Background: an optimization exercise with open tools, aiming at small area, a short achievable clock period and few clock cycles per item. Do not read the settings as production practice.
Where RTL was checked, it was by simulation tests only, not by an equivalence proof against the original.
No functional check of the RTL was part of run 4.
Power figures rest on the tool's default switching activity, not on a simulated workload.

File: config.mk
export PLATFORM = sky130hd
export DESIGN_NAME = cakeField
export DESIGN_NICKNAME = cakeField
export VERILOG_FILES = /design/flow/design.v
export SDC_FILE = /design/flow/constraint.sdc
export NUM_CORES = 4
export LEC_CHECK = 0
export CAP_MARGIN = 20
export CORE_MARGIN = 2
export CORE_UTILIZATION = 40
export SETUP_SLACK_MARGIN = 2.2
export SLEW_MARGIN = 20
File: constraint.sdc
create_clock -name core_clock -period 4.5 [get_ports {update}]
set_input_delay 0.9000 -clock core_clock [delete_from_list [all_inputs] [get_ports {update}]]
set_output_delay 0.9000 -clock core_clock [all_outputs]
set_load 0.01 [all_outputs]
File: design.v
module cakeLane
#(
	parameter bit FallsDown = 1'b1,
	parameter logic [1:0] Speed = 2'd1,
	parameter logic [53:0] StartY = '0,
	parameter int NumWrap = 6,
	parameter logic [17:0] WrapOrder = '0
)(
	input logic update,
	input logic rst,
	input logic step,
	output logic [8:0] ringShift,
	output logic [8:0] driftShift,
	input logic [8:0] ringY,
	input logic [9:0] driftY,
	input logic qYHigh,
	output logic [5:0] rowHit
);
	localparam int CakesPerLane = 6;
	localparam int Ring = 480 / Speed;
	localparam int CakeSize = 20;
	localparam int CountW = FallsDown ? 9 : $clog2(Ring);
	logic [CountW-1:0] count;
	logic [7:0] drift;
	logic [2:0] wraps;
	logic [CakesPerLane-1:0] wrapped;
	logic atEdge;
	logic roundEnd;
	logic [CountW-1:0] countNext;
	logic [7:0] driftUp;
	if (Speed == 2'd2)
	begin : gShift2
		assign ringShift = 9'({count, 1'b0});
	end
	else
	begin : gShift1
		assign ringShift = 9'(count);
	end
	assign driftShift = {drift, 1'b0};
	function automatic logic inWindow9(input logic [8:0] pos, input int lo);
		int a;
		int b;
		a = (lo + 1) % 512;
		b = (lo + CakeSize - 1) % 512;
		if (a <= b)
			inWindow9 = (pos >= 9'(a)) && (pos <= 9'(b));
		else
			inWindow9 = (pos >= 9'(a)) || (pos <= 9'(b));
	endfunction
	function automatic logic inWindow10(input logic [9:0] pos, input int lo);
		int a;
		int b;
		a = (lo + 1) % 1024;
		b = (lo + CakeSize - 1) % 1024;
		if (a <= b)
			inWindow10 = (pos >= 10'(a)) && (pos <= 10'(b));
		else
			inWindow10 = (pos >= 10'(a)) || (pos <= 10'(b));
	endfunction
	function automatic logic [CountW-1:0] countAt(input int m);
		countAt = FallsDown ? CountW'((512 - m) % 512) : CountW'(m);
	endfunction
	function automatic int edgeMoves(input int w);
		int k;
		k = int'(StartY[9*WrapOrder[3*w +: 3] +: 9]) / int'(Speed);
		edgeMoves = FallsDown ? Ring - k : k;
	endfunction
	function automatic int wrapRank(input int c);
		wrapRank = CakesPerLane;
		for (int w = 0; w < NumWrap; w++)
			if (int'(WrapOrder[3*w +: 3]) == c)
				wrapRank = w;
	endfunction
	assign countNext[0] = !count[0];
	for (genvar i = 1; i < CountW; i++)
	begin : gCountNext
		if (FallsDown)
			assign countNext[i] = count[i] ^ !(|count[i-1:0]);
		else
			assign countNext[i] = count[i] ^ (&count[i-1:0]);
	end
	assign driftUp[0] = !drift[0];
	for (genvar i = 1; i < 8; i++)
	begin : gDriftUp
		assign driftUp[i] = drift[i] ^ (&drift[i-1:0]);
	end
	always_comb
	begin
		for (int c = 0; c < CakesPerLane; c++)
		begin
			int s;
			s = int'(StartY[9*c +: 9]);
			wrapped[c] = (wraps > 3'(wrapRank(c)));
			if (Speed != 2'd1 && s % 2 == 1)
				rowHit[c] = ({drift, 1'b0} > 9'(s)) ? inWindow10(driftY, s + 512) : inWindow10(driftY, s);
			else if (wrapped[c])
				rowHit[c] = !qYHigh && inWindow9(ringY, FallsDown ? s + 32 : s + 512 - 32);
			else
				rowHit[c] = !qYHigh && inWindow9(ringY, s);
		end
	end
	always_ff @(posedge update)
	begin
		if (rst)
		begin
			count <= '0;
			drift <= '0;
			wraps <= '0;
			atEdge <= 1'b0;
			roundEnd <= 1'b0;
		end
		else if (step)
		begin
			if (atEdge)
			begin
				wraps <= wraps + 3'd1;
				atEdge <= 1'b0;
			end
			else
			begin
				if (roundEnd)
				begin
					count <= '0;
					wraps <= '0;
				end
				else
					count <= countNext;
				drift <= driftUp;
				atEdge <= 1'b0;
				for (int w = 0; w < NumWrap; w++)
					if (!roundEnd && wraps == 3'(w) && count == countAt(edgeMoves(w) - 1))
						atEdge <= 1'b1;
				roundEnd <= !roundEnd && (count == countAt(Ring - 2));
			end
		end
	end
endmodule
module cakeRowAdd
#(
	parameter int W = 12
)(
	input logic [W-1:0] a,
	input logic [W-1:0] b,
	input logic cin,
	output logic [W-1:0] sum,
	output logic carry5
);
	logic [W-1:0] p0;
	logic [W-1:0] g;
	logic [W-1:0] p;
	always_comb
	begin
		p0 = a ^ b;
		g = a & b;
		p = p0;
		g[0] = g[0] | (p0[0] & cin);
		for (int d = 1; d < W; d = 2 * d)
			for (int i = W - 1; i >= d; i--)
			begin
				g[i] = g[i] | (p[i] & g[i-d]);
				p[i] = p[i] & p[i-d];
			end
		carry5 = g[4];
		sum[0] = p0[0] ^ cin;
		for (int i = 1; i < W; i++)
			sum[i] = p0[i] ^ g[i-1];
	end
endmodule
module pixelQueryFifo
(
	input logic update,
	input logic rst,
	input logic pixelReq,
	input logic [9:0] pixelX,
	input logic [9:0] pixelY,
	output logic pixelAck,
	input logic [35:0] laneRingShift,
	input logic [8:0] driftShift,
	output logic qValid,
	output logic [3:0] qLane,
	output logic qYHigh,
	output logic [35:0] qRingY,
	output logic [9:0] qDriftY,
	input logic qPop
);
	localparam int CakeSize = 20;
	localparam logic [39:0] LaneX = {10'd510, 10'd240, 10'd100, 10'd65};
	logic push;
	logic [3:0] inLane;
	logic takenValid;
	logic [3:0] takenLane;
	logic [9:0] takenY;
	logic [8:0] shiftNow;
	logic [8:0] shift;
	logic [9:0] frameNext;
	logic carry5;
	logic [3:0] ring2HighNext;
	logic [9:0] frame;
	logic [3:0] ring2High;
	assign push = pixelReq && !pixelAck && !takenValid;
	always_comb
	begin
		shiftNow = '0;
		for (int l = 0; l < 4; l++)
			shiftNow = shiftNow | (inLane[l] ? ((l == 2) ? driftShift : laneRingShift[9*l +: 9]) : 9'd0);
	end
	always_comb
	begin
		for (int l = 0; l < 4; l++)
			inLane[l] = (pixelX > LaneX[10*l +: 10]) && ({1'b0, pixelX} < {1'b0, LaneX[10*l +: 10]} + 11'(CakeSize));
	end
	always_ff @(posedge update)
	begin
		if (rst)
		begin
			pixelAck <= 1'b0;
			takenValid <= 1'b0;
			qValid <= 1'b0;
		end
		else
		begin
			if (push)
				pixelAck <= 1'b1;
			else if (!pixelReq)
				pixelAck <= 1'b0;
			if (push)
				takenValid <= 1'b1;
			else if (!qValid)
				takenValid <= 1'b0;
			if (!qValid)
				qValid <= takenValid;
			else if (qPop)
				qValid <= 1'b0;
		end
	end
	always_ff @(posedge update)
	begin
		if (!takenValid)
		begin
			takenLane <= inLane;
			takenY <= pixelY;
			shift <= shiftNow;
		end
	end
	cakeRowAdd #(.W(10)) frameAdd (
		.a(takenY),
		.b({1'b0, shift}),
		.cin(1'b0),
		.sum(frameNext),
		.carry5(carry5)
	);
	logic [3:0] ring2High0;
	logic [3:0] ring2High1;
	assign ring2High0 = takenY[8:5] + laneRingShift[18+5 +: 4];
	assign ring2High1 = takenY[8:5] + laneRingShift[18+5 +: 4] + 4'd1;
	assign ring2HighNext = carry5 ? ring2High1 : ring2High0;
	always_ff @(posedge update)
	begin
		if (!qValid)
		begin
			qLane <= takenLane;
			qYHigh <= takenY[9];
			frame <= frameNext;
			ring2High <= ring2HighNext;
		end
	end
	always_comb
	begin
		qRingY = {frame[8:0], {ring2High, frame[4:0]}, frame[8:0], frame[8:0]};
		qDriftY = frame;
	end
endmodule
module cakeHitTester
(
	input logic update,
	input logic rst,
	input logic qValid,
	input logic [3:0] qLane,
	output logic qPop,
	input logic [23:0] rowHit,
	output logic hitReq,
	output logic [23:0] hitMask,
	input logic hitAck
);
	localparam int NumLanes = 4;
	localparam int CakesPerLane = 6;
	logic [5:0] cakeNow;
	logic [3:0] hitLane;
	logic [5:0] hitCake;
	always_comb
	begin
		cakeNow = '0;
		for (int l = 0; l < NumLanes; l++)
			cakeNow = cakeNow | (qLane[l] ? rowHit[l * CakesPerLane +: CakesPerLane] : '0);
	end
	assign qPop = qValid && !hitReq && !hitAck;
	always_ff @(posedge update)
	begin
		if (rst)
			hitReq <= 1'b0;
		else if (qPop)
			hitReq <= 1'b1;
		else if (hitAck)
			hitReq <= 1'b0;
	end
	always_ff @(posedge update)
	begin
		if (!hitReq)
		begin
			hitLane <= qLane;
			hitCake <= cakeNow;
		end
	end
	always_comb
	begin
		for (int l = 0; l < NumLanes; l++)
			hitMask[l * CakesPerLane +: CakesPerLane] = hitLane[l] ? hitCake : '0;
	end
endmodule
module cakeField
(
	input logic update,
	input logic rst,
	input logic step,
	input logic pixelReq,
	input logic [9:0] pixelX,
	input logic [9:0] pixelY,
	output logic pixelAck,
	output logic hitReq,
	output logic [23:0] hitMask,
	input logic hitAck
);
	localparam int NumLanes = 4;
	localparam logic [3:0] LaneFallsDown = 4'b1001;
	localparam logic [7:0] LaneSpeed = {2'd1, 2'd2, 2'd1, 2'd1};
	localparam logic [215:0] LaneStartY = {
		{9'd400, 9'd330, 9'd255, 9'd200, 9'd100, 9'd20},
		{9'd375, 9'd350, 9'd210, 9'd180, 9'd75, 9'd25},
		{9'd440, 9'd340, 9'd290, 9'd220, 9'd150, 9'd50},
		{9'd450, 9'd370, 9'd290, 9'd200, 9'd150, 9'd70}
	};
	localparam logic [15:0] LaneNumWrap = {4'd6, 4'd3, 4'd6, 4'd6};
	localparam logic [71:0] LaneWrapOrder = {
		{3'd0, 3'd1, 3'd2, 3'd3, 3'd4, 3'd5},
		{3'd0, 3'd0, 3'd0, 3'd4, 3'd3, 3'd2},
		{3'd5, 3'd4, 3'd3, 3'd2, 3'd1, 3'd0},
		{3'd0, 3'd1, 3'd2, 3'd3, 3'd4, 3'd5}
	};
	logic [23:0] rowHit;
	logic qValid;
	logic [3:0] qLane;
	logic qYHigh;
	logic qPop;
	logic [35:0] laneRingShift;
	logic [35:0] laneDriftShift;
	logic [35:0] qRingY;
	logic [9:0] qDriftY;
	for (genvar g = 0; g < NumLanes; g++)
	begin : gLane
		cakeLane #(
			.FallsDown(LaneFallsDown[g]),
			.Speed(LaneSpeed[2*g +: 2]),
			.StartY(LaneStartY[54*g +: 54]),
			.NumWrap(int'(LaneNumWrap[4*g +: 4])),
			.WrapOrder(LaneWrapOrder[18*g +: 18])
		) lane (
			.update(update),
			.rst(rst),
			.step(step),
			.ringShift(laneRingShift[9*g +: 9]),
			.driftShift(laneDriftShift[9*g +: 9]),
			.ringY(qRingY[9*g +: 9]),
			.driftY(qDriftY),
			.qYHigh(qYHigh),
			.rowHit(rowHit[6*g +: 6])
		);
	end
	pixelQueryFifo queryFifo (
		.update(update),
		.rst(rst),
		.pixelReq(pixelReq),
		.pixelX(pixelX),
		.pixelY(pixelY),
		.pixelAck(pixelAck),
		.laneRingShift(laneRingShift),
		.driftShift(laneDriftShift[18 +: 9]),
		.qValid(qValid),
		.qLane(qLane),
		.qYHigh(qYHigh),
		.qRingY(qRingY),
		.qDriftY(qDriftY),
		.qPop(qPop)
	);
	cakeHitTester hitTester (
		.update(update),
		.rst(rst),
		.qValid(qValid),
		.qLane(qLane),
		.qPop(qPop),
		.rowHit(rowHit),
		.hitReq(hitReq),
		.hitMask(hitMask),
		.hitAck(hitAck)
	);
endmodule
File: flow/run.sh
#!/bin/bash
# Own layout flow: the standard flow, with the port buffers made from
# plain buffers (the standard flow picks a slow delay cell for them) and
# with the resizer free to swap a cell for one of another footprint.
# Synthesis is the standard one, run unchanged.
set -euo pipefail
bash standard.sh synth > synth.log 2>&1
bash standard.sh \
	"BUFFER_PORTS_ARGS=-buffer_cell sky130_fd_sc_hd__buf_2" \
	MATCH_CELL_FOOTPRINT=0 \
	finish > layout.log 2>&1
File: standard.sh
#!/bin/bash
# synth_recipe.tcl (not shown) runs the flow's synth.tcl, then flattens the netlist and writes it again
# the make line also repeats each setting of config.mk as NAME=value (left out here)
make -C /OpenROAD-flow-scripts/flow DESIGN_CONFIG=/design/flow/config.mk WORK_HOME=/design/flow/orfs CLKGATE_MAP_FILE= SYNTH_SCRIPT=/design/flow/synth_recipe.tcl "${@:-finish}"
==> results of run 1 <==
[what timing repair did]
| item | CTS | global route |
|---|---|---|
| pin swaps | 0 | 2 |
| setup buffers | 16 | 19 |
| resized for setup | 2 | 18 |
| endpoints found under the setup margin | 6 | 18 |
| hold buffers | 0 | 0 |
[worst paths after layout]
check / start / to / slack [ns] / cells after the start
worst max-delay path: queryFifo.frame[0]$_DFFE_PN_ / hitTester.hitCake[4]$_DFFE_PN_ / 2.27 / 6
worst min-delay path: queryFifo.takenLane[2]$_DFFE_PN_ / queryFifo.qLane[2]$_DFFE_PN_ / 0.43 / 0
worst max register to register: queryFifo.frame[0]$_DFFE_PN_ / hitTester.hitCake[4]$_DFFE_PN_ / 2.27 / 6
worst min register to register: queryFifo.takenLane[2]$_DFFE_PN_ / queryFifo.qLane[2]$_DFFE_PN_ / 0.43 / 0
[metrics by stage]
| step | cell area (sq um) | power, mW | utilization [%] |
|---|---|---|---|
| 2_1_floorplan | 7989 | 1.898 | - |
| 3_3_place_gp | 8386 | 2.105 | 42.95 |
| 3_5_place_dp | 8386 | 2.094 | 42.95 |
| 4_1_cts | 9143 | 3.611 | 46.82 |
| 5_1_grt | 9358 | 3.845 | 47.92 |
| 6_report | 9358 | 3.685 | 47.92 |
[area by class of cell]
type	count	area, sq um
Clock buffer	17	425.4
Clock inverter	15	209.0
Multi-Input combinational cell	722	4762
Tap cell	265	331.6
Sequential cell	119	2904
Fill cell	1910	10170
Timing Repair Buffer	89	553.0
Inverter	46	172.7
[cell usage after synthesis, types with 6 or more instances]
| library cell | number | area share, % |
|---|---|---|
| nand4_1 | 16 | 1.3 |
| inv_1 | 46 | 2.2 |
| xnor2_1 | 17 | 1.9 |
| nor2_1 | 103 | 4.8 |
| nand2b_1 | 19 | 1.5 |
| a41oi_1 | 6 | 0.66 |
| a22oi_1 | 7 | 0.66 |
| nand3_1 | 27 | 1.7 |
| nor2b_1 | 12 | 0.94 |
| mux2_2 | 6 | 0.85 |
| a211oi_1 | 12 | 1.1 |
| nor4_1 | 8 | 0.63 |
| nand2_1 | 94 | 4.4 |
| and2_1 | 28 | 2.2 |
| nor3b_1 | 6 | 0.56 |
| o21ai_0 | 36 | 2.3 |
| a222oi_1 | 9 | 1.1 |
| nand4b_1 | 15 | 1.6 |
| o211ai_1 | 6 | 0.56 |
| ha_1 | 58 | 9.1 |
| edfxtp_1 | 52 | 20 |
| a21oi_1 | 60 | 3.8 |
| or3_1 | 13 | 1.0 |
| o22ai_1 | 6 | 0.47 |
| nor3_1 | 24 | 1.5 |
| o31ai_1 | 6 | 0.56 |
| dfxtp_1 | 67 | 17 |
| and3_1 | 9 | 0.70 |
| clkbuf_1 | 36 | 1.7 |
| nand3b_1 | 10 | 0.94 |
| buf_2 | 12 | 0.75 |
| xor2_1 | 19 | 2.1 |
[power by group through the flow]
stage	Sequential [mW]	Combinational, mW	Clock [mW]
floorplan	1.32	0.579	0
detailed placement	1.48	0.611	0
global placement	1.49	0.619	0
CTS	1.41	0.722	1.48
finish	1.39	0.837	1.46
global route	1.41	0.918	1.52
[registers in the layout, indices dropped and copies added, names as in the netlist, 6 cells and up]
signal	cells
queryFifo.takenY	10
gLane.lane.drift	8
queryFifo.shift	9
queryFifo.frame	10
hitTester.hitCake	6
gLane.lane.count	35
gLane.lane.wraps	12
[layer usage]
layer  wire length [um]  global-route usage [%]  up-vias  share of wire, %
li1                   -                       -     3553                 -
met1              10130                   28.16     3342                46
met2               9710                   31.42      292                44
met3               1258                   3.742       71               5.7
met4                977                   10.59        0               4.4
met5                  0                       0        -                 0
[cell families (layout without fill, tap and decap cells)]
group                      Yosys count  in the layout  share of synthesized area (%)
AOI/OAI and AO/OA                  210            210                          17.58
xor gates and xnor gates            36             36                          3.947
adders and majority gates           60             60                          9.587
buffers and inverters               98            167                          4.840
DFF                                119            119                          36.34
muxes                                8              8                          1.096
and+or+nand+nor                    408            408                          26.61
==> notes.md, run 1 <==
Core ar. 19530 sq um; Switching Share between 30% and 40%; # rows between 50 and 60; CTS tree done; routed vias/inst approximately 5.7; power per cell area a little under 400 nW/um^2; clk sink count around 120; max incr delay on CP around 0.54 ns; period utilisation layout slightly below 50%; Worst Skew approximately 0.013 ns; # H-tree levels 4; DPL Wire Length ~16000 um; placed instance count about 1200; number of port buffers 50; setup violators final 0; Root Buffer clkbuf_16; distinct cell type count after synthesis 73; HP Class reg2reg; Die Area ~21000 sq um; Worst Path Buf+Inv 1; sequential fraction of the synthesis area between 30% and 40%; ANT cells 0; Ys Warns 7; worst hold margin around 0.43 ns; prevailing post-synth register cell dfxtp_1; post-synthesis async set-or-reset flop share 0%; Clk pwr share around two fifths; worst setup margin 2.271 ns; crit-path cells buf_4, nand2_1, a21o_1, a2111oi_0, a211oi_1, a41oi_1; most common cell after layout, fill and taps aside nor2_1; GRT overflow 0; Total GRT Usage between 20% and 30%; post-route DRC violation count 0; slowest CP cell a2111oi_0; Area Growth Syn to Fin 17.15%; layout cell share with drive strength beyond 1 14.29%; Crit path max-delay family compound AO/OA/AOI/OAI gates; Yosys reg bits approximately 120; Tmin final ~2.2 ns; Slew Viols, Final 0; post-DR wirelength/cell 17.34 um; Mapped Area about 8000 sq um; critical path launch point type register; total CTS buffers 17; Pleak ~3.6 nW; syn_area_per_cell between 8 and 9 sq um; sequential power share 37.8%; GP Congestion just over 0.9; Critical Path RT 4.75 ns; crit end category register; # nets final about 1100; maxcap violations 0; Vias just over 7000; DRT Pass-1 Iters 6; Setup TNS 0 ns; clock transition at the registers of the reported paths around 0.050 ns; Switch Pwr 1.131 mW; Fmax achieved approximately 450 MHz; Die H around 150 um; Setup CP Type reg2reg; Comb power frac a little under a quarter; final non-filler cell total 1273; total wire length 22070 um; dpl ws about 1.8 ns; Tightest Pin Transition roughly 1 ns; most frequent cells in the layout 102 x nor2_1, 94 x nand2_1, 66 x dfxtp_1; Post-DRT Antenna Nets 0; clock latency (worst-skew pair) between 0.4 and 0.5 ns; internal cell power 2.554 mW; Crit Path Max Fanout 10; Max-slew headroom around 35%; first-pass GRT wire length 35130 um; syn nets 1024; Final Hold Viols 0; Mapped Cells between 900 and 1000; status finished clean; number of synthesized flops with an enable pin 52; DRT iter0 DRCs approximately 660; # IOs between 50 and 60; largest net degree at the start of global routing 55; CP arrival ~2.5 ns; initial antenna violation count 0; clk buf depth 2; unrepaired setup endpoints after global routing true; VDD IR max approximately 0.38 mV; vias in the first global route roughly 6600; DIE WIDTH between 100 and 150 um; Initial Util between 40% and 50%
Testbench counts, summed over its fixed seeds: cycles 7,096, queries 3,072.
==> run 2: changes to the inputs <==
==> flow/run.sh (replaced) <==
#!/bin/bash
# Own layout flow: the standard flow, with the port buffers made from
# plain buffers (the standard flow picks a slow delay cell for them) and
# with the resizer free to swap a cell for one of another footprint.
# Synthesis is the standard one except that it leaves adders to ABC
# instead of mapping them to the library's full/half adder cells
# (ADDER_MAP_FILE empty); registers and their names are unchanged.
set -euo pipefail
bash standard.sh ADDER_MAP_FILE= synth > synth.log 2>&1
bash standard.sh \
	ADDER_MAP_FILE= \
	"BUFFER_PORTS_ARGS=-buffer_cell sky130_fd_sc_hd__buf_4" \
	MATCH_CELL_FOOTPRINT=0 \
	finish > layout.log 2>&1
==> run 2 against run 1 <==
Non-clock buffer count increased by 3. Core utilization increased by 1.5 points. Flip-flop and latch count unchanged. Power decreased by 0.96%. Register-to-register slack got worse by 0.11 ns. Synthesized cell count decreased by 7.2%. Final cell count decreased by 8.8%. Clock power about the same. Via count decreased by 5.7%. Global-route usage increased by 0.25 points. Sequential share of layout area increased by 1.7 points. First-iteration DRC count increased by 6.9%. Largest cell class unchanged. Largest power group unchanged.
==> notes.md, run 2 <==
total power between 3 and 4 mW; post-route DRC violation count 0; Fmax achieved around 430 MHz; prevailing post-synth register cell dfxtp_1; Synth area leader edfxtp_1; Pleak ~3.2 nW; Area Growth Syn to Fin 21.06%; clock transition at the registers of the reported paths ~0.060 ns; initial antenna violation count 0; maxcap violations 0; Max-slew headroom between 30% and 40%; Slew Viols, Final 0; # H-tree levels 4; total wire length just over 20000 um; number of port buffers 50; Post-DRT Antenna Nets 0; VDD IR max roughly 0.27 mV; syn nets approximately 900; Mapped Area approximately 7300 sq um; Mapped Cells a little under 900; clock latency (worst-skew pair) around 0.42 ns; most common library cells after synthesis 99 x nor2_1, 90 x nand2_1, 67 x dfxtp_1, 54 x clkbuf_1, 52 x edfxtp_1; DPL Wire Length 14010 um; # IOs roughly 50; layout cell share with drive strength beyond 1 between 10% and 20%; CP arrival around 2.6 ns; CTS tree done; max reg flops 35; worst flop-to-flop path startpoint queryFifo.frame[4]$_DFFE_PN_; WHS Path Cells 0; DRT iter0 DRCs 700; setup violators final 0; Synth top area share 21.31%; most frequent cells in the layout 97 x nor2_1, 90 x nand2_1, 85 x buf_4; R2R Path End hitTester.hitCake[5]$_DFFE_PN_; Final Hold Viols 0; Largest regs gLane.lane.count (35), gLane.lane.wraps (12); fin util around half; syn_area_per_cell ~8.4 sq um; first-pass GRT wire length between 30000 and 40000 um; Setup TNS 0 ns; fillers between 1500 and 2000; Hold Path End queryFifo.qLane[0]$_DFFE_PN_; unrepaired setup endpoints after global routing true; clk buf depth 2; Crit Path Max Fanout 21; Tmin final approximately 2.3 ns; Setup CP Type reg2reg; GP Congestion approximately 0.92; distinct cell type count after synthesis 84; total CTS buffers 17; Tightest Pin Transition 0.9562 ns; Die H approximately 140 um; HP Class reg2reg; Total GRT Usage about a fifth; status finished clean; critical path launch point type register; crit end category register; DIE WIDTH between 100 and 150 um; number of synthesized flops with an enable pin 52; period utilisation layout 51.90%; Reg area 2904 sq um; Core ar. ~18000 sq um; largest net degree at the start of global routing 36; clk sink count 119; Yosys reg bits approximately 120; GRT overflow 0; post-synthesis async set-or-reset flop share 0%; Ys Warns 7; vias in the first global route between 6000 and 7000; Initial Util 40.79%; multi-input logic area 4284 sq um; Die Area 19420 sq um; routed vias/inst around 5.9; FF-to-FF path depth 8; Vias around 6800; Critical Path RT about 4.8 ns; # nets final ~940; Worst Skew 0.008496 ns; Worst Hold Launch queryFifo.takenLane[0]$_DFFE_PN_; Root Buffer clkbuf_16; sequential fraction of the synthesis area between 30% and 40%; worst hold margin between 0.4 and 0.5 ns; post-DR wirelength/cell 17.84 um; largest cells by area after synthesis edfxtp_1 21%, dfxtp_1 18%, nor2_1 5.1%, nand2_1 4.6%, xnor2_1 4.2%; most frequent cell after synthesis nor2_1; ANT cells 0; flop2flop setup slack between 2 and 2.5 ns; # rows 49; most common cell after layout, fill and taps aside nor2_1; power per cell area roughly 410 nW/um^2; Biggest register gLane.lane.count; DRT Pass-1 Iters 7
[run 2: kinds of logic (layout without fill, tap and decap cells)]
group / Yosys count / in the layout / synth area share (%)
adder cells (fa/ha/maj): 5 / 5 / 0.6831
flip-flops: 119 / 119 / 39.62
AO/OA/AOI/OAI: 217 / 217 / 19.66
XOR/XNOR: 62 / 62 / 7.411
AND/OR/NAND/NOR: 383 / 383 / 27.36
buffers and inverters: 78 / 139 / 4.252
multiplexers: 7 / 7 / 1.025
[run 2: how the worst max path moves through the flow]
stage                                            start                                   to  slack (ns)  depth (start not counted)
final                     queryFifo.frame[4]$_DFFE_PN_       hitTester.hitCake[5]$_DFFE_PN_        2.16                          8
after global routing      queryFifo.frame[4]$_DFFE_PN_       hitTester.hitCake[5]$_DFFE_PN_        2.06                          8
after global placement                            step  gLane[0].lane.count[8]$_SDFFE_PP0P_        1.62                          8
after CTS                 queryFifo.frame[4]$_DFFE_PN_       hitTester.hitCake[5]$_DFFE_PN_        2.19                          8
after floorplan                                   step  gLane[0].lane.count[8]$_SDFFE_PP0P_        1.98                          8
after detailed placement                          step  gLane[0].lane.count[8]$_SDFFE_PP0P_        1.60                          8
[run 2: per-layer routing]
metal	vias to the layer above	global-route usage, %	wire (um)
met5	-	0	0
met4	0	10.58	754
met3	56	4.026	1339
met2	309	32.66	9411
met1	3163	27.71	9211
li1	3316	-	-
[run 2: final cells by class]
class	instances	share of cell area (%)
Timing Repair Buffer	92	8.041
Clock buffer	20	5.036
Multi-Input combinational cell	674	48.30
Tap cell	229	3.230
Clock inverter	12	1.975
Sequential cell	119	32.74
Inverter	15	0.6771
[run 2: power breakdown]
| part | total, mW | internal [mW] | switching (mW) |
|---|---|---|---|
| Sequential | 1.39 | 1.24 | 0.152 |
| Clock | 1.44 | 0.940 | 0.502 |
| Combinational | 0.821 | 0.342 | 0.480 |
| Total | 3.65 | 2.52 | 1.13 |
[run 2: critical path, stage by stage (launching register included)]
cell and delay [ns]:
edfxtp_1 0.42, buf_6 0.19, and2b_2 0.24, nand3_1 0.09, or4b_4 0.50, a221oi_2 0.27
o221a_1 0.24, a221oi_1 0.05, o22ai_1 0.17
[run 2: per-stage QoR]
| stage | setup WS (ns) | cells | instance area [sq um] |
|---|---|---|---|
| final | 2.165 | 1161 | 8870 |
| after global routing | 2.057 | 1161 | 8870 |
| after CTS | 2.190 | 1146 | 8642 |
| after detailed placement | 1.597 | 1090 | 7764 |
| after global placement | 1.623 | 1090 | 7764 |
| after floorplan | 1.980 | 871 | 7341 |
[run 2: repair_timing]
action / in CTS / in global routing
pin swaps: 6 / 11
gates cloned: 0 / 0
gates resized for setup: 22 / 28
endpoints found under the setup margin: 11 / 12
hold endpoints to repair: 0 / 0
hold buffers: 0 / 0
buffers inserted: 24 / 15
==> run 3: changes to the inputs <==
--- a/flow/run.sh
+++ b/flow/run.sh
@@ -9,6 +9,6 @@
 bash standard.sh ADDER_MAP_FILE= synth > synth.log 2>&1
 bash standard.sh \
 	ADDER_MAP_FILE= \
-	"BUFFER_PORTS_ARGS=-buffer_cell sky130_fd_sc_hd__buf_4" \
+	"BUFFER_PORTS_ARGS=-buffer_cell sky130_fd_sc_hd__buf_2" \
 	MATCH_CELL_FOOTPRINT=0 \
 	finish > layout.log 2>&1
--- a/config.mk
+++ b/config.mk
@@ -8,5 +8,6 @@
 export CAP_MARGIN = 20
 export CORE_MARGIN = 2
 export CORE_UTILIZATION = 40
+export CTS_BUF_LIST = sky130_fd_sc_hd__clkbuf_4 sky130_fd_sc_hd__clkbuf_8
 export SETUP_SLACK_MARGIN = 2.2
 export SLEW_MARGIN = 20
==> run 3 against run 2 <==
Still clean on timing, DRC and antenna. First-iteration DRC count increased by 20%. Register-to-register slack improved by 0.02 ns. Via count decreased by 0.31%. Hold slack improved by 0.0061 ns. Global-route usage about the same. Clock skew increased by 0.0094 ns. Clock power decreased by 28%. Flip-flop and latch count unchanged. Sequential power about the same. Combinational power increased by 2%. Cell area decreased by 2.9%.
==> notes.md, run 3 <==
# H-tree levels 4; Ys Warns 7; vias in the first global route about 6200; Largest regs gLane.lane.count (35), gLane.lane.wraps (12); DRT Pass-1 Iters 6; # nets final 948; Switch Pwr between 1 and 1.5 mW; crit end category register; Final Hold Viols 0; sequential power share 42.7%; clk buf depth 2; Biggest register gLane.lane.count; prevailing post-synth register cell dfxtp_1; most frequent cell after synthesis nor2_1; Die H 139.3 um; hold buffers post-CTS 0; distinct cell type count after synthesis 84; critical path launch point queryFifo.frame[1]$_DFFE_PN_; Initial Util 40.79%; Mapped Cells slightly below 900; max reg flops 35; # rows approximately 50; Slew Viols, Final 0; unrepaired setup endpoints after global routing true; max incr delay on CP 0.52 ns; Root Buffer clkbuf_8; # IOs 51; Tightest Pin Transition ~1.0 ns; layout cell share with drive strength beyond 1 19.66%; Synth area leader edfxtp_1; total wire length about 21000 um; Tmin final 2.317 ns; most frequent cells in the layout 97 x nor2_1, 89 x nand2_1, 66 x dfxtp_1; first-pass GRT wire length about 33000 um; syn nets ~900; Pleak between 3 and 4 nW; GP Congestion between 0.9 and 1; sequential fraction of the synthesis area between 30% and 40%; crit-path cells o2111ai_1, o21ai_0, nor2b_1, o41ai_1, nand3b_1, a41oi_1; ANT cells 0; Reg area around 2900 sq um; setup violators final 0; clock latency (worst-skew pair) 0.44 ns; maxcap violations 0; number of synthesized flops with an enable pin between 50 and 60; VDD IR max about 0.18 mV; total CTS buffers 17; critical path launch point type register; Synth top area share 21.31%; largest cells by area after synthesis edfxtp_1 21%, dfxtp_1 18%, nor2_1 5.1%, nand2_1 4.6%, xnor2_1 4.2%; HP Class reg2reg; Crit path max-delay family compound AO/OA/AOI/OAI gates; Setup TNS 0 ns; worst hold margin roughly 0.42 ns; WHS Path Cells 0; Post-DRT Antenna Nets 0; most common cell after layout, fill and taps aside nor2_1; Setup CP Type reg2reg; largest net degree at the start of global routing 35; Critical Path RT around 4.8 ns; DRT iter0 DRCs 841; post-DR wirelength/cell ~18 um; syn_area_per_cell between 8 and 9 sq um; clk sink count between 100 and 150; R2R Path End hitTester.hitCake[4]$_DFFE_PN_; CTS tree done; fin util between 40% and 50%; status finished clean; routed vias/inst between 5 and 6; power per cell area about 380 nW/um^2; Yosys reg bits ~120; Total GRT Usage about a fifth; period utilisation layout 51.49%; Hold Path End queryFifo.qLane[0]$_DFFE_PN_; Vias roughly 7000; Mapped Area about 7300 sq um; GRT overflow 0; Crit Path Max Fanout 8; worst flop-to-flop path startpoint queryFifo.frame[1]$_DFFE_PN_; slowest CP cell edfxtp_1; most common library cells after synthesis 99 x nor2_1, 90 x nand2_1, 67 x dfxtp_1, 54 x clkbuf_1, 52 x edfxtp_1; clock transition at the registers of the reported paths ~0.07 ns; FF-to-FF path depth 6; Switching Share roughly a third; Worst Hold Launch queryFifo.takenLane[0]$_DFFE_PN_; Fmax achieved 431.6 MHz; fillers 1715; CP arrival between 2 and 3 ns; Comb power frac 25.6%; DIE WIDTH between 100 and 150 um; Worst Skew between 0.015 and 0.02 ns; Area Growth Syn to Fin 17.55%; flop2flop setup slack roughly 2.2 ns; Max-slew headroom 32.72%; multi-input logic area 4284 sq um; Core ar. between 15000 and 20000 sq um; Clk pwr share approximately a third; post-route DRC violation count 0; number of port buffers 50; internal cell power about 2.2 mW; DPL Wire Length around 14000 um; post-synthesis async set-or-reset flop share 0%; Die Area 19420 sq um; initial antenna violation count 0; Worst Path Buf+Inv 0
==> run 3: layout make-up <==
type,instances,share of cell area [%]
Clock buffer,23,3.457
Clock inverter,9,1.438
Inverter,15,0.6537
Multi-Input combinational cell,674,49.74
Sequential cell,119,33.72
Tap cell,229,3.327
Timing Repair Buffer,96,7.670
==> run 3: worst reg2reg max path: cells and delay by family, from the launching register on <==
kind / cells / cell delay (ns)
AO/OA/AOI/OAI: 4 / 1.32
flip-flops: 1 / 0.52
AND/OR/NAND/NOR: 2 / 0.31
==> run 3: kinds of logic (layout without fill, tap and decap cells) <==
| group | after synthesis | after routing | share of synthesized area, % |
|---|---|---|---|
| flip-flops | 119 | 119 | 39.62 |
| AND/OR/NAND/NOR | 383 | 383 | 27.36 |
| multiplexers | 7 | 7 | 1.025 |
| adder cells (fa/ha/maj) | 5 | 5 | 0.6831 |
| AO/OA/AOI/OAI | 217 | 217 | 19.66 |
| buffers and inverters | 78 | 143 | 4.252 |
| XOR/XNOR | 62 | 62 | 7.411 |
==> run 3: routing by layer <==
metal	global-route usage [%]	routed length, um	vias to the layer above
met3	3.923	1267	65
met5	0	0	-
met2	32.64	9261	292
li1	-	-	3316
met1	28.16	9277	3150
met4	9.995	824	0
==> run 3: how the worst max path moves through the flow <==
stage / to / slack (ns) / cells after the start
detailed placement: gLane[0].lane.count[8]$_SDFFE_PP0P_ / 1.45 / 8
global placement: gLane[0].lane.count[8]$_SDFFE_PP0P_ / 1.48 / 8
finish: hitTester.hitCake[4]$_DFFE_PN_ / 2.18 / 6
CTS: hitTester.hitCake[5]$_DFFE_PN_ / 2.13 / 8
floorplan: gLane[0].lane.count[8]$_SDFFE_PP0P_ / 1.98 / 8
global route: hitTester.hitCake[4]$_DFFE_PN_ / 2.12 / 6
==> run 3: power groups by stage <==
| stage | registers [mW] | logic [mW] | clock network, mW |
|---|---|---|---|
| after global routing | 1.41 | 0.903 | 1.11 |
| after global placement | 1.45 | 0.595 | 0 |
| after CTS | 1.39 | 0.714 | 1.06 |
| after detailed placement | 1.45 | 0.595 | 0 |
| after floorplan | 1.32 | 0.551 | 0 |
| final | 1.40 | 0.837 | 1.04 |
==> run 3: repair_timing <==
item / CTS / global route
gates resized for setup: 24 / 30
setup buffers: 25 / 14
gates cloned: 0 / 1
endpoints found under the setup margin: 11 / 10
pin swaps: 5 / 12
==> run 3: metrics by stage <==
| step | worst slack, ns | cell area (sq um) | instances | power [mW] |
|---|---|---|---|---|
| 3_5_place_dp | 1.446 | 7661 | 1093 | 2.048 |
| 2_1_floorplan | 1.980 | 7341 | 871 | 1.870 |
| 5_1_grt | 2.115 | 8613 | 1165 | 3.422 |
| 3_3_place_gp | 1.476 | 7661 | 1093 | 2.047 |
| 4_1_cts | 2.133 | 8357 | 1150 | 3.165 |
| 6_report | 2.183 | 8613 | 1165 | 3.273 |
==> run 4: changes to the inputs <==
--- a/design.v
+++ b/design.v
@@ -22,7 +22,8 @@
 	localparam int CountW = FallsDown ? 9 : $clog2(Ring);
 	logic [CountW-1:0] count;
 	logic [7:0] drift;
-	logic [2:0] wraps;
+	localparam int WrapsW = $clog2(NumWrap + 1);
+	logic [WrapsW-1:0] wraps;
 	logic [CakesPerLane-1:0] wrapped;
 	logic atEdge;
 	logic roundEnd;
@@ -90,7 +91,7 @@
 		begin
 			int s;
 			s = int'(StartY[9*c +: 9]);
-			wrapped[c] = (wraps > 3'(wrapRank(c)));
+			wrapped[c] = (wraps > WrapsW'(wrapRank(c)));
 			if (Speed != 2'd1 && s % 2 == 1)
 				rowHit[c] = ({drift, 1'b0} > 9'(s)) ? inWindow10(driftY, s + 512) : inWindow10(driftY, s);
 			else if (wrapped[c])
@@ -113,7 +114,7 @@
 		begin
 			if (atEdge)
 			begin
-				wraps <= wraps + 3'd1;
+				wraps <= wraps + WrapsW'(1);
 				atEdge <= 1'b0;
 			end
 			else
@@ -128,7 +129,7 @@
 				drift <= driftUp;
 				atEdge <= 1'b0;
 				for (int w = 0; w < NumWrap; w++)
-					if (!roundEnd && wraps == 3'(w) && count == countAt(edgeMoves(w) - 1))
+					if (!roundEnd && wraps == WrapsW'(w) && count == countAt(edgeMoves(w) - 1))
 						atEdge <= 1'b1;
 				roundEnd <= !roundEnd && (count == countAt(Ring - 2));
 			end
==> run 4 against run 3 <==
Clock power shrank 8%. Flip-flop and latch count shrank 1. Synthesized cell count grew 3.0%. Still clean on timing, DRC and antenna. Wire length grew 5.1%.
==> notes.md, run 4 <==
Mapped Area about 7400 sq um; critical path launch point type register; Largest regs gLane.lane.count (35), gLane.lane.wraps (11); Tmin final around 2.4 ns; fin util ~48%; largest net degree at the start of global routing 34; power per cell area between 300 and 400 nW/um^2; Initial Util 40.93%; unrepaired setup endpoints after global routing true; Root Buffer clkbuf_8; Synth top area share between 20% and 30%; most frequent cell after synthesis nor2_1; clk buf depth 2; placed instance count roughly 1100; CP arrival 2.56 ns; clk sink count between 100 and 150; # IOs between 50 and 60; Tightest Pin Transition roughly 0.94 ns; Slew Viols, Final 0; routed vias/inst 6.027; Final Hold Viols 0; ANT cells 0; total CTS buffers 17; Synth area leader edfxtp_1; prevailing post-synth register cell dfxtp_1; Vias just over 7000; Fmax achieved between 400 and 500 MHz; # rows 49; hold buffers post-CTS 0; largest cells by area after synthesis edfxtp_1 21%, dfxtp_1 18%, nor2_1 5.6%, nand2_1 4.9%, xnor2_1 4.5%; total power 3.265 mW; total wire length roughly 22000 um; distinct cell type count after synthesis 75; Critical Path RT around 4.7 ns; most common cell after layout, fill and taps aside nor2_1; # H-tree levels 4; Die Area 19610 sq um; Pleak 3.145 nW; Design Area, Final between 8000 and 9000 sq um; sequential fraction of the synthesis area 38.94%; setup violators final 0; slowest CP cell edfxtp_1; GRT overflow 0; initial antenna violation count 0; post-DR wirelength/cell roughly 18 um; status finished clean; syn_area_per_cell between 8 and 9 sq um; DRT Pass-1 Iters 9; DIE WIDTH between 100 and 150 um; max incr delay on CP ~0.55 ns; post-synthesis async set-or-reset flop share 0%; CTS tree done; final non-filler cell total between 1000 and 1500; Die H around 140 um; Worst Path Buf+Inv 1; layout cell share with drive strength beyond 1 17.69%; Post-DRT Antenna Nets 0; number of port buffers 50; Yosys reg bits roughly 120; HP Class reg2reg; multi-input logic area between 4000 and 5000 sq um; Post-DP Area 7742 sq um; fillers between 1500 and 2000; Reg area just under 3000 sq um; VDD IR max around 0.18 mV; first-pass GRT wire length 33510 um; Crit path max-delay family compound AO/OA/AOI/OAI gates; Core ar. ~18000 sq um; critical path launch point queryFifo.frame[2]$_DFFE_PN_; post-route DRC violation count 0; vias in the first global route 6232; Ys Warns 7; DPL Wire Length between 10000 and 15000 um; GP Congestion just under 1; Setup CP Type reg2reg; syn nets 922; maxcap violations 0; Crit Path Max Fanout 8; Setup TNS 0 ns; most common library cells after synthesis 110 x nor2_1, 97 x nand2_1, 66 x dfxtp_1, 55 x o21ai_0, 52 x edfxtp_1; crit end category register; clock latency (worst-skew pair) between 0.4 and 0.5 ns; max reg flops 35; period utilisation layout 53.01%; Worst Hold Launch queryFifo.takenLane[3]$_DFFE_PN_; Max-slew headroom a little under two fifths; most frequent cells in the layout 106 x nor2_1, 96 x nand2_1, 61 x dfxtp_1; crit-path cells buf_4, a211o_1, nor3_1, a311o_1, and3_1, o21ai_0, a21oi_1; DRT iter0 DRCs 860; Worst Skew about 0.011 ns; Biggest register gLane.lane.count; # nets final 973; Total GRT Usage 21.52%; number of synthesized flops with an enable pin 52; clock transition at the registers of the reported paths around 0.070 ns; flop2flop setup slack between 2 and 2.5 ns; Area Growth Syn to Fin 16.12%; Mapped Cells around 900; worst flop-to-flop path startpoint queryFifo.frame[2]$_DFFE_PN_
run 4: changes by cell type after synthesis, sizes merged, moves of 6 or more:
cell / before / now
a21oi: 50 / 36
nor2: 102 / 110
inv: 13 / 25
nand3b: 8 / 2
and2: 25 / 31
nand2b: 12 / 21
nand2: 91 / 97
nor3: 17 / 23
a31oi: 8 / 14
run 4: worst paths after layout:
check                                   endpoint  cells after the start
setup / recovery  hitTester.hitCake[3]$_DFFE_PN_                      7
hold / removal      queryFifo.qLane[3]$_DFFE_PN_                      0
setup reg to reg  hitTester.hitCake[3]$_DFFE_PN_                      7
hold reg to reg     queryFifo.qLane[3]$_DFFE_PN_                      0
run 4: routing by layer:
metal,track usage [%],vias up,wire [um]
met2,33.21,403,9631
met4,12.39,0,1137
met3,4.547,103,1710
li1,-,3396,-
met1,28.05,3270,9201
met5,0,-,0
run 4: through the flow:
stage / hold slack (ns) / setup WS [ns]
2_1_floorplan: 0.4003 / 2.026
3_3_place_gp: 0.4022 / 1.641
3_5_place_dp: 0.4056 / 1.596
4_1_cts: 0.4222 / 2.166
5_1_grt: 0.4261 / 2.032
6_report: 0.4209 / 2.114
run 4: final cells by class:
class / count / area share, %
Multi-Input combinational cell: 697 / 50.92
Tap cell: 229 / 3.333
Timing Repair Buffer: 89 / 6.476
Clock buffer: 22 / 3.304
Sequential cell: 118 / 33.63
Clock inverter: 10 / 1.237
Inverter: 25 / 1.092
run 4: kinds of logic (layout without fill, tap and decap cells):
group	after synthesis	after routing	synth area share, %
buffers and inverters	82	146	4.732
AOI/OAI and AO/OA	213	213	19.55
muxes	3	3	0.4056
xor gates and xnor gates	63	63	7.453
adders and majority gates	1	1	0.1352
DFF	118	118	38.94
and+or+nand+nor	417	417	28.78
run 4: where the power goes:
group | leakage, nW | switching (mW) | total [mW] | internal [mW]
clock network | 0.196 | 0.425 | 0.958 | 0.533
registers | 1.11 | 0.155 | 1.38 | 1.23
logic | 1.84 | 0.548 | 0.923 | 0.375
run 4: timing repair:
action	CTS	global route
resized for setup	15	38
setup buffers	28	8
pin swaps	3	6
gates cloned	0	0
setup endpoints to repair	11	27
==> run 5: changes to the inputs <==
--- a/design.v
+++ b/design.v
@@ -22,8 +22,7 @@
 	localparam int CountW = FallsDown ? 9 : $clog2(Ring);
 	logic [CountW-1:0] count;
 	logic [7:0] drift;
-	localparam int WrapsW = $clog2(NumWrap + 1);
-	logic [WrapsW-1:0] wraps;
+	logic [2:0] wraps;
 	logic [CakesPerLane-1:0] wrapped;
 	logic atEdge;
 	logic roundEnd;
@@ -91,7 +90,7 @@
 		begin
 			int s;
 			s = int'(StartY[9*c +: 9]);
-			wrapped[c] = (wraps > WrapsW'(wrapRank(c)));
+			wrapped[c] = (wraps > 3'(wrapRank(c)));
 			if (Speed != 2'd1 && s % 2 == 1)
 				rowHit[c] = ({drift, 1'b0} > 9'(s)) ? inWindow10(driftY, s + 512) : inWindow10(driftY, s);
 			else if (wrapped[c])
@@ -114,7 +113,7 @@
 		begin
 			if (atEdge)
 			begin
-				wraps <= wraps + WrapsW'(1);
+				wraps <= wraps + 3'd1;
 				atEdge <= 1'b0;
 			end
 			else
@@ -129,7 +128,7 @@
 				drift <= driftUp;
 				atEdge <= 1'b0;
 				for (int w = 0; w < NumWrap; w++)
-					if (!roundEnd && wraps == WrapsW'(w) && count == countAt(edgeMoves(w) - 1))
+					if (!roundEnd && wraps == 3'(w) && count == countAt(edgeMoves(w) - 1))
 						atEdge <= 1'b1;
 				roundEnd <= !roundEnd && (count == countAt(Ring - 2));
 			end
@@ -172,6 +171,7 @@
 	input logic update,
 	input logic rst,
 	input logic pixelReq,
+	input logic stepLate,
 	input logic [9:0] pixelX,
 	input logic [9:0] pixelY,
 	output logic pixelAck,
@@ -198,7 +198,7 @@
 	logic [3:0] ring2HighNext;
 	logic [9:0] frame;
 	logic [3:0] ring2High;
-	assign push = pixelReq && !pixelAck && !takenValid;
+	assign push = pixelReq && !pixelAck && !takenValid && !stepLate;
 	always_comb
 	begin
 		shiftNow = '0;
@@ -285,14 +285,12 @@
 );
 	localparam int NumLanes = 4;
 	localparam int CakesPerLane = 6;
-	logic [5:0] cakeNow;
-	logic [3:0] hitLane;
-	logic [5:0] hitCake;
+	logic [23:0] hitNow;
 	always_comb
 	begin
-		cakeNow = '0;
 		for (int l = 0; l < NumLanes; l++)
-			cakeNow = cakeNow | (qLane[l] ? rowHit[l * CakesPerLane +: CakesPerLane] : '0);
+			for (int c = 0; c < CakesPerLane; c++)
+				hitNow[l * CakesPerLane + c] = qLane[l] && rowHit[l * CakesPerLane + c];
 	end
 	assign qPop = qValid && !hitReq && !hitAck;
 	always_ff @(posedge update)
@@ -307,15 +305,7 @@
 	always_ff @(posedge update)
 	begin
 		if (!hitReq)
-		begin
-			hitLane <= qLane;
-			hitCake <= cakeNow;
-		end
-	end
-	always_comb
-	begin
-		for (int l = 0; l < NumLanes; l++)
-			hitMask[l * CakesPerLane +: CakesPerLane] = hitLane[l] ? hitCake : '0;
+			hitMask <= hitNow;
 	end
 endmodule
 module cakeField
@@ -356,6 +346,14 @@
 	logic [35:0] laneDriftShift;
 	logic [35:0] qRingY;
 	logic [9:0] qDriftY;
+	logic stepLate;
+	always_ff @(posedge update)
+	begin
+		if (rst)
+			stepLate <= 1'b0;
+		else
+			stepLate <= step;
+	end
 	for (genvar g = 0; g < NumLanes; g++)
 	begin : gLane
 		cakeLane #(
@@ -367,7 +365,7 @@
 		) lane (
 			.update(update),
 			.rst(rst),
-			.step(step),
+			.step(stepLate),
 			.ringShift(laneRingShift[9*g +: 9]),
 			.driftShift(laneDriftShift[9*g +: 9]),
 			.ringY(qRingY[9*g +: 9]),
@@ -380,6 +378,7 @@
 		.update(update),
 		.rst(rst),
 		.pixelReq(pixelReq),
+		.stepLate(stepLate),
 		.pixelX(pixelX),
 		.pixelY(pixelY),
 		.pixelAck(pixelAck),
--- a/config.mk
+++ b/config.mk
@@ -9,5 +9,5 @@
 export CORE_MARGIN = 2
 export CORE_UTILIZATION = 40
 export CTS_BUF_LIST = sky130_fd_sc_hd__clkbuf_4 sky130_fd_sc_hd__clkbuf_8
-export SETUP_SLACK_MARGIN = 2.2
+export SETUP_SLACK_MARGIN = 2.4
 export SLEW_MARGIN = 20
==> run 5 against run 4 <==
Still clean. Sequential power grew 9%. Clock skew fell by 0.0026 ns. Wire length shrank 9.2%. Hold slack improved by 0.0011 ns. Critical path type unchanged. Largest power group unchanged.
==> notes.md, run 5 <==
unrepaired setup endpoints after global routing true; first-pass GRT wire length 30890 um; power per cell area ~370 nW/um^2; layout cell share with drive strength beyond 1 17.93%; Largest regs gLane.lane.count (35), hitTester.hitMask (24), gLane.lane.wraps (12); clock transition at the registers of the reported paths ~0.080 ns; hold buffers post-CTS 0; fillers between 1500 and 2000; Vias roughly 6500; crit-path cells and2_4, maj3_2, nor2_4, a31oi_4, maj3_2, maj3_2, xnor2_1; Setup CP Type reg2reg; CP arrival 2.52 ns; syn nets around 850; # H-tree levels 4; Die H 139.7 um; max incr delay on CP between 0.4 and 0.5 ns; Fmax achieved approximately 430 MHz; CTS tree done; distinct cell type count after synthesis slightly below 70; Biggest register gLane.lane.count; DPL Wire Length 13330 um; # IOs between 50 and 60; most frequent cell after synthesis nor2_1; dpl ws roughly 2 ns; GP Congestion between 0.9 and 1; prevailing post-synth register cell dfxtp_1; vias in the first global route a little under 6000; Core ar. 18020 sq um; Mapped Cells roughly 830; syn_area_per_cell ~9 sq um; total CTS buffers 17; largest net degree at the start of global routing 33; period utilisation layout 51.18%; Worst Hold Launch queryFifo.takenLane[2]$_DFFE_PN_; R2R Path End queryFifo.ring2High[3]$_DFFE_PN_; Worst Skew between 0.008 and 0.009 ns; total wire length a little under 20000 um; Yosys reg bits between 100 and 150; VDD IR max 0.2060 mV; Worst Path Buf+Inv 0; Area Growth Syn to Fin 16.28%; slowest CP cell edfxtp_1; # rows between 40 and 50; Crit path max-delay family adder cells; clk sink count 134; Setup TNS 0 ns; DRT iter0 DRCs about 840; most frequent cells in the layout 101 x nor2_1, 82 x nand2_1, 66 x edfxtp_1; Synth area leader edfxtp_1; number of port buffers 50; Mapped Area ~7400 sq um; HP Class reg2reg; WHS Path Cells 0; DIE WIDTH approximately 140 um; Pleak around 3.1 nW; Slew Viols, Final 0; most common library cells after synthesis 108 x nor2_1, 82 x nand2_1, 68 x dfxtp_1, 66 x edfxtp_1, 49 x clkbuf_1; Total GRT Usage about a fifth; Critical Path RT approximately 4.7 ns; Final Hold Viols 0; max reg flops 35; # nets final between 800 and 900; ANT cells 0; setup violators final 0; Die Area 19530 sq um; Hold Path End queryFifo.qLane[2]$_DFFE_PN_; number of synthesized flops with an enable pin 66; post-DR wirelength/cell 17.65 um; worst flop-to-flop path startpoint queryFifo.shift[2]$_DFFE_PN_; routed vias/inst 5.785; post-route DRC violation count 0; status finished clean; GRT overflow 0; initial antenna violation count 0; Tmin final 2.303 ns; post-synthesis async set-or-reset flop share 0%; largest cells by area after synthesis edfxtp_1 27%, dfxtp_1 18%, nor2_1 5.5%, xnor2_1 5.0%, nand2_1 4.2%; Ys Warns 8; crit end category register; Initial Util between 40% and 50%; sequential fraction of the synthesis area between 40% and 50%; clock latency (worst-skew pair) between 0.4 and 0.5 ns; Post-DRT Antenna Nets 0; most used cell, CP maj3_2; Root Buffer clkbuf_8; Tightest Pin Transition approximately 1.0 ns; maxcap violations 0; DRT Pass-1 Iters 7; flop2flop setup slack between 2 and 2.5 ns; Crit Path Max Fanout 4; FF-to-FF path depth 7; clk buf depth 2; critical path launch point type register; worst setup margin 2.197 ns; Max-slew headroom 31.79%; Synth top area share approximately 27%; most common cell after layout, fill and taps aside nor2_1
==> run 5: cell types whose count changed after synthesis, sizes merged, moves of 8 or more <==
cell	before	now
and2	31	6
edfxtp	52	66
inv	25	17
nand2	97	82
nand4	19	11
o21ai	58	39
==> run 5: logic make-up after synthesis <==
logic type / count (synthesis) / share of synthesized area [%]
and+or+nand+nor: 364 / 25.03
AOI/OAI and AO/OA: 175 / 15.72
DFF: 134 / 45.37
buffers and inverters: 73 / 3.820
xor gates and xnor gates: 66 / 7.844
muxes: 11 / 1.511
adders and majority gates: 5 / 0.7131
==> run 5: report_power, final <==
group	internal [mW]	leakage (nW)	total [mW]	switching [mW]
registers	1.36	1.30	1.50	0.137
logic	0.258	1.62	0.615	0.357
clock network	0.549	0.197	1.05	0.503
total	2.17	3.12	3.17	0.996
==> run 5: routing by layer <==
layer	global-route usage (%)	vias to the layer above	wire length, um
met5	0	-	0
met4	8.789	0	667
met3	4.370	50	1341
met2	30.45	264	8877
met1	27.12	3034	8810
li1	-	3108	-
==> run 5: per-stage QoR <==
step / utilization, % / hold slack (ns) / std cells / area (sq um) / power, mW
2_1_floorplan: - / 0.4003 / 828 / 7412 / 1.868
3_3_place_gp: 43.04 / 0.4026 / 1055 / 7757 / 2.025
3_5_place_dp: 43.04 / 0.4054 / 1055 / 7757 / 2.023
4_1_cts: 46.11 / 0.4232 / 1097 / 8312 / 3.099
5_1_grt: 47.54 / 0.4331 / 1116 / 8569 / 3.309
6_report: 47.54 / 0.4220 / 1116 / 8569 / 3.168
==> run 5: worst max-delay path by stage <==
stage / from / to / slack, ns / cells past startpoint
after floorplan: queryFifo.shift[2]$_DFFE_PN_ / queryFifo.ring2High[3]$_DFFE_PN_ / 2.34 / 7
after global placement: pixelX[9] / queryFifo.shift[4]$_DFFE_PN_ / 2.01 / 6
after detailed placement: pixelX[9] / queryFifo.shift[4]$_DFFE_PN_ / 1.96 / 6
after CTS: queryFifo.shift[2]$_DFFE_PN_ / queryFifo.ring2High[3]$_DFFE_PN_ / 2.28 / 7
after global routing: queryFifo.takenY[2]$_DFFE_PN_ / queryFifo.ring2High[3]$_DFFE_PN_ / 2.15 / 7
final: queryFifo.shift[2]$_DFFE_PN_ / queryFifo.ring2High[3]$_DFFE_PN_ / 2.20 / 7
==> run 5: area by class of cell <==
cell class / instances / area (sq um) / area share [%]
clock buffers: 17 / 234.0 / 2.730
clock inverters: 15 / 178.9 / 2.088
inverters: 17 / 67.56 / 0.7884
multi-input cells: 621 / 3933 / 45.89
flip-flops and latches: 134 / 3349 / 39.09
well taps: 229 / 286.5 / 3.344
repair buffers: 83 / 520.5 / 6.074
==> run 5: worst register-to-register path, stage by stage, from the launching register on <==
cell and delay [ns]:
edfxtp_1 0.43, and2_4 0.16, maj3_2 0.31, nor2_4 0.24
a31oi_4 0.13, maj3_2 0.34, maj3_2 0.32, xnor2_1 0.13
==> run 5: repair_timing <==
| item | CTS | global route |
|---|---|---|
| resized for setup | 19 | 21 |
| buffers inserted | 10 | 18 |
| pin swaps | 7 | 6 |
| setup endpoints to repair | 21 | 33 |
Testbench counts of run 5, summed over its fixed seeds: cycles 7,096, queries 3,072.
==> run 6: changes to the inputs <==
--- a/config.mk
+++ b/config.mk
@@ -9,5 +9,5 @@
 export CORE_MARGIN = 2
 export CORE_UTILIZATION = 40
 export CTS_BUF_LIST = sky130_fd_sc_hd__clkbuf_4 sky130_fd_sc_hd__clkbuf_8
-export SETUP_SLACK_MARGIN = 2.4
+export SETUP_SLACK_MARGIN = 2.1
 export SLEW_MARGIN = 20
==> run 6 against run 5 <==
Fmax fell by 1.8%. Worst setup slack lost 0.043 ns. Die area unchanged. Sequential power about the same. Critical endpoint is now queryFifo.frame[9]$_DFFE_PN_. Highest routed layer unchanged.
==> notes.md, run 6 <==
status finished clean; total wire length 18340 um; VDD IR max between 0.2 and 0.3 mV; Post-DRT Antenna Nets 0; worst setup margin ~2.2 ns; Largest regs gLane.lane.count (35), hitTester.hitMask (24), gLane.lane.wraps (12); routed vias/inst roughly 5.7; Worst Hold Launch queryFifo.takenLane[1]$_DFFE_PN_; maxcap violations 0; syn nets between 800 and 900; max reg flops 35; Setup CP Type reg2reg; # H-tree levels 4; WHS Path Cells 0; Ys Warns 8; number of port buffers 50; distinct cell type count after synthesis 68; Tmin final 2.346 ns; Core ar. 18020 sq um; # nets final between 800 and 900; Total GRT Usage between 10% and 20%; Fmax achieved roughly 430 MHz; most common library cells after synthesis 108 x nor2_1, 82 x nand2_1, 68 x dfxtp_1, 66 x edfxtp_1, 49 x clkbuf_1; critical path launch point type register; Die H 139.7 um; Tightest Pin Transition 1.011 ns; FF-to-FF path depth 7; most common cell after layout, fill and taps aside nor2_1; hold buffers post-CTS 0; Slew Viols, Final 0; Worst Skew about 0.014 ns; clock latency (worst-skew pair) between 0.4 and 0.5 ns; fillers between 1500 and 2000; Synth top area share 26.89%; Vias around 6200; vias in the first global route between 5000 and 6000; Pleak around 3 nW; initial antenna violation count 0; Yosys reg bits around 130; fin util between 40% and 50%; largest net degree at the start of global routing 39; post-synthesis async set-or-reset flop share 0%; prevailing post-synth register cell dfxtp_1; period utilisation layout 52.14%; Initial Util a little over 40%; DIE WIDTH ~140 um; Critical Path RT around 4.7 ns; dpl ws between 1.5 and 2 ns; number of synthesized flops with an enable pin 66; crit end category register; layout cell share with drive strength beyond 1 approximately 12%; largest cells by area after synthesis edfxtp_1 27%, dfxtp_1 18%, nor2_1 5.5%, xnor2_1 5.0%, nand2_1 4.2%; Mapped Area ~7400 sq um; slowest CP cell a2111oi_1; max incr delay on CP roughly 0.46 ns; Root Buffer clkbuf_8; Mapped Cells roughly 830; ANT cells 0; Max-slew headroom 32.52%; total CTS buffers 17; most frequent cell after synthesis nor2_1; post-route DRC violation count 0; clock transition at the registers of the reported paths approximately 0.080 ns; Synth area leader edfxtp_1; Biggest register gLane.lane.count; Final Hold Viols 0; worst flop-to-flop path startpoint queryFifo.shift[0]$_DFFE_PN_; # IOs between 50 and 60; DPL Wire Length 13060 um; Setup TNS 0 ns; GP Congestion around 0.96; unrepaired setup endpoints after global routing true; clk buf depth 2; Die Area approximately 20000 sq um; GRT overflow 0; DRT iter0 DRCs between 600 and 700; crit-path cells a31oi_1, nor3_1, nor2_4, o211a_1, a2111oi_1, o41ai_2, xnor2_1; post-DR wirelength/cell around 17 um; Crit Path Max Fanout 4; HP Class reg2reg; clk sink count 134; setup violators final 0; total power between 3 and 4 mW; power per cell area around 380 nW/um^2; # rows 49; sequential fraction of the synthesis area a little under half; first-pass GRT wire length 29570 um; most frequent cells in the layout 108 x nor2_1, 82 x nand2_1, 67 x dfxtp_1; CTS tree done; CP arrival between 2 and 3 ns; critical path launch point queryFifo.shift[0]$_DFFE_PN_; Area Growth Syn to Fin 11.27%; syn_area_per_cell between 8 and 9 sq um; DRT Pass-1 Iters 5
==> run 6: cell counts after synthesis <==
No cell type changed its count.
==> run 6: stage by stage <==
step                      hold slack [ns]  instances  instance area [sq um]
after floorplan                    0.4003        828                   7370
after global placement             0.4027       1053                   7704
after detailed placement           0.4102       1053                   7704
after CTS                          0.4288       1085                   8125
after global routing               0.4325       1091                   8200
final                              0.4279       1091                   8200
==> run 6: path summary, 6_finish.rpt <==
kind                             endpoint  slack, ns
max          queryFifo.frame[9]$_DFFE_PN_       2.15
min          queryFifo.qLane[1]$_DFFE_PN_       0.43
max reg2reg  queryFifo.frame[9]$_DFFE_PN_       2.15
min reg2reg  queryFifo.qLane[1]$_DFFE_PN_       0.43
==> run 6: power by group <==
| group | total (mW) | internal (mW) | switching [mW] |
|---|---|---|---|
| clock network | 1.07 | 0.621 | 0.446 |
| registers | 1.53 | 1.37 | 0.166 |
| logic | 0.495 | 0.205 | 0.290 |
| total | 3.09 | 2.19 | 0.901 |
==> run 6: routing by layer <==
layer / vias to the layer above / track usage, % / wire length, um
li1: 3062 / - / -
met1: 2921 / 25.56 / 8355
met2: 228 / 29.63 / 8435
met3: 35 / 4.336 / 1023
met4: 0 / 7.263 / 524
met5: - / 0 / 0
==> run 6: timing repair <==
item / CTS / global route
endpoints found under the setup margin: 5 / 10
gates resized for setup: 1 / 7
setup buffers: 0 / 6
==> run 6: logic make-up after synthesis <==
group,after synthesis,synth area share [%]
xor gates and xnor gates,66,7.844
and+or+nand+nor,364,25.03
DFF,134,45.37
buffers and inverters,73,3.820
AOI/OAI and AO/OA,175,15.72
adders and majority gates,5,0.7131
muxes,11,1.511
==> run 6: cell type report <==
| class | instances | area, sq um | area share, % |
|---|---|---|---|
| flip-flops and latches | 134 | 3347 | 40.81 |
| clock buffers | 21 | 264.0 | 3.219 |
| well taps | 229 | 286.5 | 3.494 |
| inverters | 17 | 67.56 | 0.8239 |
| repair buffers | 58 | 314.1 | 3.830 |
| multi-input cells | 621 | 3765 | 45.91 |
| clock inverters | 11 | 156.4 | 1.907 |
==> run 6: worst max-delay path, delay by kind of cell (launching register included) <==
kind	cells	cell delay (ns)
AOI/OAI and AO/OA	4	1.04
xor gates and xnor gates	1	0.16
DFF	1	0.45
and+or+nand+nor	2	0.45
==> run 7: changes to the inputs <==
--- a/config.mk
+++ b/config.mk
@@ -9,5 +9,5 @@
 export CORE_MARGIN = 2
 export CORE_UTILIZATION = 40
 export CTS_BUF_LIST = sky130_fd_sc_hd__clkbuf_4 sky130_fd_sc_hd__clkbuf_8
-export SETUP_SLACK_MARGIN = 2.1
+export SETUP_SLACK_MARGIN = 2.0
 export SLEW_MARGIN = 20
==> run 7 against run 6 <==
Clock-buffer cell count unchanged. Fmax down 1.4%. Clock power about the same. Critical path type unchanged. Wire length down 0.26%. Cell area down 0.69%. Worst setup slack worse by 0.033 ns. Synthesized cell count unchanged. Die area unchanged. Via count down 0.22%. Power down 0.36%. Non-clock buffer count down 4. Still clean. Critical path depth unchanged. Largest cell class unchanged.
==> notes.md, run 7 <==
Initial Util around two fifths; clock transition at the registers of the reported paths ~0.08 ns; Post-DRT Antenna Nets 0; dpl ws 1.896 ns; Final Hold Viols 0; distinct cell type count after synthesis between 60 and 70; Mapped Area ~7400 sq um; # rows 49; syn nets ~850; DRT Pass-1 Iters 5; Slew Viols, Final 0; most common cell after layout, fill and taps aside nor2_1; Synth area leader edfxtp_1; GRT overflow 0; Mapped Cells between 800 and 900; number of synthesized flops with an enable pin 66; Die Area between 15000 and 20000 sq um; critical path launch point type register; status finished clean; CTS tree done; most frequent cell after synthesis nor2_1; layout cell share with drive strength beyond 1 11.42%; setup violators final 0; Biggest register gLane.lane.count; initial antenna violation count 0; largest net degree at the start of global routing 39; Vias 6232; post-synthesis async set-or-reset flop share 0%; Fmax achieved around 420 MHz; Max-slew headroom between 30% and 40%; Tightest Pin Transition 1.006 ns; Root Buffer clkbuf_8; largest cells by area after synthesis edfxtp_1 27%, dfxtp_1 18%, nor2_1 5.5%, xnor2_1 5.0%, nand2_1 4.2%; Setup CP Type reg2reg; # nets final slightly below 900; vias in the first global route 5573; Tmin final around 2.4 ns; DIE WIDTH 139.7 um; clk sink count about 130; routed vias/inst 5.733; Synth top area share between 20% and 30%; fillers between 1500 and 2000; period utilisation layout a little over half; total power a little over 3 mW; Area Growth Syn to Fin 10.51%; # H-tree levels 4; crit end category register; worst hold margin ~0.43 ns; worst setup margin approximately 2.1 ns; Yosys reg bits about 130; total CTS buffers 17; VDD IR max roughly 0.27 mV; Worst Skew between 0.01 and 0.015 ns; number of port buffers 50; Total GRT Usage 18.93%; Crit Path Max Fanout 4; post-route DRC violation count 0; Ys Warns 8; sequential fraction of the synthesis area about 45%; Post-DP Area just under 8000 sq um; total wire length between 15000 and 20000 um; Design Area, Final 8144 sq um; unrepaired setup endpoints after global routing false; ANT cells 0; # IOs between 50 and 60; DRT iter0 DRCs roughly 670; prevailing post-synth register cell dfxtp_1; syn_area_per_cell 8.900 sq um; most frequent cells in the layout 108 x nor2_1, 82 x nand2_1, 67 x dfxtp_1; GP Congestion 0.9640; Die H between 100 and 150 um; Critical Path RT between 4 and 5 ns; maxcap violations 0; clk buf depth 2; hold buffers post-CTS 0; Setup TNS 0 ns; most common library cells after synthesis 108 x nor2_1, 82 x nand2_1, 68 x dfxtp_1, 66 x edfxtp_1, 49 x clkbuf_1; Pleak 2.969 nW; DPL Wire Length 13060 um; CP arrival 2.58 ns; post-DR wirelength/cell approximately 17 um; Largest regs gLane.lane.count (35), hitTester.hitMask (24), gLane.lane.wraps (12); first-pass GRT wire length 29570 um; HP Class reg2reg; clock latency (worst-skew pair) between 0.4 and 0.5 ns; max reg flops 35; power per cell area between 300 and 400 nW/um^2; Core ar. 18020 sq um
## run 7: cell count changes in the layout (fill, tap and decap cells not counted), sizes merged
cell      delta
buf          -4
inv          +1
clkinvlp     -1
## run 7: cell families (layout without fill, tap and decap cells)
logic type | Yosys count | after routing | share of synthesized area, %
AO/OA/AOI/OAI | 175 | 175 | 15.72
XOR/XNOR | 66 | 66 | 7.844
adder cells (fa/ha/maj) | 5 | 5 | 0.7131
buffers and inverters | 73 | 103 | 3.820
flip-flops | 134 | 134 | 45.37
multiplexers | 11 | 11 | 1.511
AND/OR/NAND/NOR | 364 | 364 | 25.03
## run 7: cell type report
type	instances	area, sq um	area share (%)
Sequential cell	134	3344	41.07
Tap cell	229	286.5	3.518
Multi-Input combinational cell	621	3745	45.98
Clock inverter	11	156.4	1.920
Clock buffer	21	264.0	3.242
Inverter	17	63.81	0.7835
Timing Repair Buffer	54	284.0	3.487
## run 7: per-stage QoR
step / instances / util, %
CTS: 1085 / 45.07
global route: 1087 / 45.18
floorplan: 828 / -
global placement: 1053 / 42.74
finish: 1087 / 45.18
detailed placement: 1053 / 42.74
## run 7: where the power goes
| group | switching [mW] | internal, mW |
|---|---|---|
| combinational | 0.286 | 0.197 |
| sequential | 0.166 | 1.37 |
| clock | 0.446 | 0.621 |
## run 7: path summary, 6_finish.rpt
path                                         start                          endpoint  slack, ns  cells past startpoint
setup reg to reg      queryFifo.shift[2]$_DFFE_PN_  queryFifo.ring2High[3]$_DFFE_PN_       2.12                      7
hold reg to reg   queryFifo.takenLane[1]$_DFFE_PN_      queryFifo.qLane[1]$_DFFE_PN_       0.43                      0
hold / removal    queryFifo.takenLane[1]$_DFFE_PN_      queryFifo.qLane[1]$_DFFE_PN_       0.43                      0
setup / recovery      queryFifo.shift[2]$_DFFE_PN_  queryFifo.ring2High[3]$_DFFE_PN_       2.12                      7
## run 7: what timing repair did
action / CTS / global route
buffers inserted: 0 / 2
resized for setup: 0 / 1
hold endpoints to repair: 0 / 0
setup endpoints to repair: 0 / 11
## run 7: metal layers
metal | vias to the layer above | GRT usage [%] | share of wire, %
met3 | 41 | 4.336 | 5.2
met2 | 215 | 29.63 | 45
met1 | 2925 | 25.56 | 46
met4 | 0 | 7.263 | 3.2
met5 | - | 0 | 0
li1 | 3051 | - | -
## run 7: worst max-delay path: stages (launching register included)
cell and delay [ns]:
edfxtp_1 0.46, and2_1 0.18, maj3_2 0.31, nor2_2 0.18, a31oi_1 0.16, maj3_2 0.35, maj3_1 0.37, xnor2_1 0.13

Setup slack of run 7, layout unchanged: 2.120 ns with ideal ports, 2.120 ns with driving cells assumed (clock clkbuf_16, inputs buf_2), 1.838 ns with port delays also shifted by the 0.477 ns mid clock arrival.
